This is an optimization exercise on Yosys and OpenROAD, whose aim is small area, a short achievable clock period and few clock cycles, not a production implementation. Function was checked by simulation only, so behaviour that the tests miss may differ from the original. Power and IR drop assume default switching activity.

## buffer_recycle_pool_with_aging
module buffer_recycle_pool_with_aging (
  input  wire logic                         clk,
  input  wire logic                         rst,
  input  wire logic                         in_valid,
  output logic                              in_stall,
  input  wire logic [1:0]                   operation,
  input  wire logic [15:0]                  vertex_count,
  input  wire logic [7:0]                   vertex_size,
  input  wire logic [31:0]                  handle,
  output logic                              out_valid,
  input  wire logic                         out_stall,
  output logic [3:0]                        status,
  output logic [31:0]                       out_handle,
  output logic [23:0]                       buffer_size,
  output logic [23:0]                       copy_bytes,
  output logic                              last,
  input  wire logic                         psel,
  input  wire logic                         penable,
  input  wire logic                         pwrite,
  input  wire logic [2:0]                   paddr,
  input  wire logic [31:0]                  pwdata,
  output logic [31:0]                       prdata,
  output logic                              pready
);
  localparam int FD    = 32;
  localparam int UD    = 64;
  localparam int TAG_W = 12;
  localparam logic [23:0] RESERVE_RESET   = 24'd258944;
  localparam logic [7:0]  AGE_LIMIT_RESET = 8'd3;
  localparam logic [1:0] OP_ALLOC   = 2'd0;
  localparam logic [1:0] OP_RELEASE = 2'd1;
  localparam logic [1:0] OP_TICK    = 2'd2;
  localparam logic [1:0] OP_FLUSH   = 2'd3;
  localparam logic [3:0] ST_REUSED  = 4'd0;
  localparam logic [3:0] ST_NEW     = 4'd1;
  localparam logic [3:0] ST_FAILED  = 4'd2;
  localparam logic [3:0] ST_FULL    = 4'd3;
  localparam logic [3:0] ST_POOLED  = 4'd4;
  localparam logic [3:0] ST_PASS    = 4'd5;
  localparam logic [3:0] ST_AGED    = 4'd6;
  localparam logic [3:0] ST_FLUSHED = 4'd7;
  localparam logic [3:0] ST_NOTHING = 4'd8;
  localparam logic [1:0] PH_A = 2'd0;
  localparam logic [1:0] PH_B = 2'd1;
  localparam logic [1:0] PH_R = 2'd2;
  localparam logic [1:0] PH_S = 2'd3;
  logic [23:0] reserve_size;
  logic [7:0]  age_limit;
  assign pready = 1'b1;
  ...
Size in the first run: about 19,000 cells after synthesis, ~6,200 flip-flops, about 220 I/O pins, roughly 270,000 um^2 of cells after synthesis.
export LEC_CHECK = 0
export CAP_MARGIN = 30
export CORE_MARGIN = 2
export CORE_UTILIZATION = 40
export CTS_CLUSTER_DIAMETER = 70
export CTS_CLUSTER_SIZE = 25
export PLACE_DENSITY = 0.45
export SLEW_MARGIN = 40
export TNS_END_PERCENT = 100
create_clock -name core_clock -period 10.0 [get_ports {clk}]
standard.sh (not shown) runs the stock make flow with config.mk's settings and CLKGATE_MAP_FILE= SYNTH_SCRIPT=/design/flow/synth_recipe.tcl, a recipe that flattens the netlist after the stock synthesis.
==> flow/flow/run.sh <==
#!/bin/bash
set -e
export BUFFER_PORTS_ARGS="-buffer_cell sky130_fd_sc_hd__buf_4"
export CTS_ARGS="-sink_clustering_enable -repair_clock_nets -sink_clustering_size 25 -sink_clustering_max_diameter 70 -dont_use_dummy_load"
export SETUP_SLACK_MARGIN=5.4
bash standard.sh > standard.log 2>&1
Testbench counts at the start, summed over its fixed seeds: cycles 6,568.
Edit:
==> flow/flow/run.sh (replaced) <==
#!/bin/bash
set -e
export BUFFER_PORTS_ARGS="-buffer_cell sky130_fd_sc_hd__buf_4"
export CTS_ARGS="-sink_clustering_enable -repair_clock_nets -sink_clustering_size 16 -sink_clustering_max_diameter 60 -dont_use_dummy_load -sink_clustering_buffer sky130_fd_sc_hd__clkbuf_8"
export SETUP_SLACK_MARGIN=5.4
bash standard.sh > standard.log 2>&1
Settings changed: CAP_MARGIN 30 to 20, CTS_CLUSTER_DIAMETER 70 to 60, CTS_CLUSTER_SIZE 25 to 16, SLEW_MARGIN 40 to 20.
What happened: This time the run completed and failed the layout checks on capacitance limit, slew limit; die area does not change; fmax went down by 1.4%; setup slack degrades by 74 ps; worst hold slack stays flat; routed wire length went up by 0.43%; core utilization went down by 0.55 points.
Edit:
==> flow/flow/run.sh (replaced) <==
#!/bin/bash
set -e
export BUFFER_PORTS_ARGS="-buffer_cell sky130_fd_sc_hd__buf_4"
export CTS_ARGS="-sink_clustering_enable -repair_clock_nets -sink_clustering_size 25 -sink_clustering_max_diameter 70 -dont_use_dummy_load"
export SETUP_SLACK_MARGIN=5.2
bash standard.sh > standard.log 2>&1
Settings changed: CTS_CLUSTER_DIAMETER 60 to 70, CTS_CLUSTER_SIZE 16 to 25, SLEW_MARGIN 20 to 25.
What happened: With this change the flow completed without violations; setup slack gains 28 ps; clock skew increases by 33 ps; core utilization drops by 0.24 points; non-clock buffer count drops by 242; area after synthesis stays the same; die area is unchanged; worst hold slack degrades by 15 ps; routed wire length is lower by a few percent; synthesized cell count stays the same; fmax rose slightly; via count went down slightly.
Edit:
==> flow/flow/run.sh (replaced) <==
#!/bin/bash
set -e
export BUFFER_PORTS_ARGS="-buffer_cell sky130_fd_sc_hd__buf_4"
export CTS_ARGS="-sink_clustering_enable -repair_clock_nets -sink_clustering_size 25 -sink_clustering_max_diameter 70 -dont_use_dummy_load"
export SETUP_SLACK_MARGIN=5.4
bash standard.sh > standard.log 2>&1
Settings changed: CORE_UTILIZATION 40 to 45, PLACE_DENSITY 0.45 to 0.5, SLEW_MARGIN 25 to 30.
Result: The new run finished with slew limit left. First-iteration DRC count rose by 3.1%. Routed wire length drops by 1.6%. Count of clock-buffer cells in the layout shrinks by 24. Total power is lower by 0.56%. Combinational power is about the same. Utilization goes up by 6.3 points. Hold slack loses 32 ps. Final area rose by 0.75%.

-- port drivers added, routing unchanged --
In the flow no input, the clock included, has a driving cell. The finished layouts below were timed again as built, in two steps. Step 1: set_driving_cell puts a clkbuf_16 on clk and a buf_2 on each other input, an assumption about the parent block. Step 2 moves the port delays by t, midway between the first and last clock arrival at a register: inputs arrive t later, outputs are due t later. That takes back most of the time a late clock gives input paths. Slacks: no drivers / after step 1 / after step 2; pairs: no drivers / after step 1.
run	shift t [ns]	slack for setup (ns)	worst setup path at the end	latest minus earliest clock arrival (ns)
the first run	1.257	4.932 / 4.932 / 4.356	input to register	0.139 / 0.139
the second run	1.265	4.858 / 4.858 / 4.417	input to register	0.130 / 0.130
the third run	1.269	4.886 / 4.886 / 4.475	input to register	0.166 / 0.166
the fourth run	1.235	4.829 / 4.829 / 4.622	input to register	0.174 / 0.174
For the first run, which loses most, drivers alone change the setup slack by 0.000 ns; drivers and shift together by -0.576 ns.
